Background: an optimization exercise with open tools, aiming at small area, a short achievable clock period and few clock cycles per item. Do not read the settings as production practice.
At most, simulation tests tie the RTL to the original design; equivalence was not proved.

old:
## teleop_drive_and_gimbal_command_unit
module teleop_drive_and_gimbal_command_unit
(
    input  logic        i_clk,
    input  logic        i_rst_n,
    input  logic [39:0] s_axis_tdata,
    input  logic        s_axis_tvalid,
    output logic        s_axis_tready,
    output logic [87:0] m_axis_tdata,
    output logic        m_axis_tvalid,
    input  logic        m_axis_tready,
    input  logic        i_cfg_we,
    input  logic [2:0]  i_cfg_idx,
    input  logic [19:0] i_cfg_data
);
    logic        w_cfg_busy;
    logic [6:0]  w_spin_thr;
    logic [13:0] w_fs_div;
    logic [6:0]  w_fs_mod;
    logic [15:0] w_fs_div3;
    logic [15:0] w_pan_pos_lim;
    logic [15:0] w_pan_neg_lim;
    logic [15:0] w_tilt_top_lim;
    logic [15:0] w_tilt_bot_lim;
    logic [7:0]  w_cfg_pan_rate8;
    logic [7:0]  w_cfg_tilt_rate8;
    tdgc_ctrl u_cfg (
        .i_clk          (i_clk),
        .i_rst_n        (i_rst_n),
        .i_cfg_we       (i_cfg_we),
        .i_cfg_idx      (i_cfg_idx),
        .i_cfg_data     (i_cfg_data),
        .o_busy         (w_cfg_busy),
        .o_spin_thr     (w_spin_thr),
        .o_fs_div       (w_fs_div),
        .o_fs_mod       (w_fs_mod),
        .o_fs_div3      (w_fs_div3),
        .o_pan_pos_lim  (w_pan_pos_lim),
        .o_pan_neg_lim  (w_pan_neg_lim),
        .o_tilt_top_lim (w_tilt_top_lim),
        .o_tilt_bot_lim (w_tilt_bot_lim),
        .o_pan_rate8    (w_cfg_pan_rate8),
        .o_tilt_rate8   (w_cfg_tilt_rate8)
    );
    logic r_v1, r_v2, r_v3, r_v4;
    logic r_out_valid;
    logic w_adv;
    logic w_accept;
  ...
For scale: ~3400 cells after synthesis, ~400 flip-flops, roughly 160 I/O pins, roughly 0.033 sq mm of cells after synthesis.
export LEC_CHECK = 0
export CAP_MARGIN = 20
export CORE_MARGIN = 2
export CORE_UTILIZATION = 40
export PLACE_DENSITY = 0.6
export SETUP_SLACK_MARGIN = 3.0
export SLEW_MARGIN = 20
create_clock -name core_clock -period 8.0 [get_ports {i_clk}]
run.sh (not shown) runs the stock make flow with config.mk's settings and CLKGATE_MAP_FILE= SYNTH_SCRIPT=/design/flow/synth_recipe.tcl, a recipe that flattens the netlist after the stock synthesis.
#### Input delta (new over old)
--- a/flow/design.v
+++ b/flow/design.v
@@ -192,45 +192,46 @@
     logic [1:0]  r_fwd1, r_fwd2, r_fwd3, r_fwd4;
     logic [7:0]  r_pan1, r_pan2, r_pan3, r_pan4;
     logic [7:0]  r_tilt1, r_tilt2, r_tilt3, r_tilt4;
     logic [7:0]  r_mag1;
     logic [7:0]  r_mode1;
     logic [15:0] r_x2;
-    logic [15:0] r_x3;
+    logic [28:0] r_pa3;
     logic [21:0] r_w3;
-    logic [29:0] r_pa4;
+    logic [28:0] r_pa4;
+    logic [14:0] r_wh4;
     logic [8:0]  r_sh4;
     logic [1:0]  r_c4;
     logic [15:0] w_x;
-    logic [29:0] w_pa;
+    logic [28:0] w_pa;
     logic [15:0] w_pdig [8];
     logic [21:0] w_w;
     logic [15:0] w_ws;
     logic [9:0]  w_wt;
     logic [1:0]  w_wc;
     logic [29:0] w_sum;
     logic [27:0] w_duty;
     assign w_x     = 16'({8'd0, r_mode1} * {8'd0, r_mag1}) + {8'd0, r_mag1};
     always_comb begin
-        w_pa = {15'd0, r_w3[21:7]};
+        w_pa = '0;
         for (int i = 0; i < 8; i++) begin
-            case (r_x3[2*i +: 2])
+            case (r_x2[2*i +: 2])
                 2'd0:    w_pdig[i] = 16'd0;
                 2'd1:    w_pdig[i] = {2'b00, w_fs_div};
                 2'd2:    w_pdig[i] = {1'b0, w_fs_div, 1'b0};
                 default: w_pdig[i] = w_fs_div3;
             endcase
-            w_pa = w_pa + ({14'd0, w_pdig[i]} << (2 * i));
+            w_pa = w_pa + ({13'd0, w_pdig[i]} << (2 * i));
         end
     end
     assign w_w     = {6'd0, r_x2} * {15'd0, w_fs_mod};
     assign w_ws    = {1'b0, r_w3[21:7]} + {9'd0, r_w3[6:0]};
     assign w_wt    = {1'b0, w_ws[15:7]} + {3'd0, w_ws[6:0]};
     assign w_wc    = (w_wt >= 10'd381) ? 2'd3 : (w_wt >= 10'd254) ? 2'd2 :
                      (w_wt >= 10'd127) ? 2'd1 : 2'd0;
-    assign w_sum   = r_pa4 + {21'd0, r_sh4} + {28'd0, r_c4};
+    assign w_sum   = {1'b0, r_pa4} + {15'd0, r_wh4} + {21'd0, r_sh4} + {28'd0, r_c4};
     assign w_duty  = (|w_sum[29:28]) ? 28'hFFFFFFF : w_sum[27:0];
     always_ff @(posedge i_clk) begin
         if (!i_rst_n) begin
             r_v1        <= 1'b0;
             r_v2        <= 1'b0;
             r_v3        <= 1'b0;
@@ -250,18 +251,19 @@
         if (w_adv) begin
             {r_fwd1, r_mag1, r_mode1, r_pan1, r_tilt1} <= w_dec;
             r_x2    <= w_x;
             r_fwd2  <= r_fwd1;
             r_pan2  <= r_pan1;
             r_tilt2 <= r_tilt1;
-            r_x3    <= r_x2;
+            r_pa3   <= w_pa;
             r_w3    <= w_w;
             r_fwd3  <= r_fwd2;
             r_pan3  <= r_pan2;
             r_tilt3 <= r_tilt2;
-            r_pa4   <= w_pa;
+            r_pa4   <= r_pa3;
+            r_wh4   <= r_w3[21:7];
             r_sh4   <= w_ws[15:7];
             r_c4    <= w_wc;
             r_fwd4  <= r_fwd3;
             r_pan4  <= r_pan3;
             r_tilt4 <= r_tilt3;
         end
Notes after the runs:
Going from old to new, via count of the first global-routing pass +about 4%; count of vias placed by the detailed router +4.1%; count of clock-buffer cells in the layout +4.
Run comparison: new worst setup path startpoint r_x2[7]; old worst setup path startpoint r_x3[5]
Testbench counts of new, summed over its fixed seeds: cycles 2,440, items 2,400.
Function not checked in old: the RTL went through the layout flow alone.

[static timing again, ports no longer ideal]
No port has a modelled driver above. Below, the same layouts with a new extraction and two added sets of constraints.
Step 1: set_driving_cell puts a clkbuf_16 on i_clk and a buf_2 on each other input, an assumption about the parent block.
Step 2 also shifts input and output timing later by t, the mid clock arrival at the registers, as if the neighbouring blocks saw the same clock.
Slacks: no drivers / after step 1 / after step 2; pairs: no drivers / after step 1.
run	shift t [ns]	setup slack, ns	worst hold slack (ns)
old	0.655	2.732 / 2.732 / 2.732	0.416 / 0.416 / 0.416
new	0.677	2.796 / 2.796 / 2.796	0.412 / 0.412 / 0.412
After both steps every run listed still meets setup and hold.
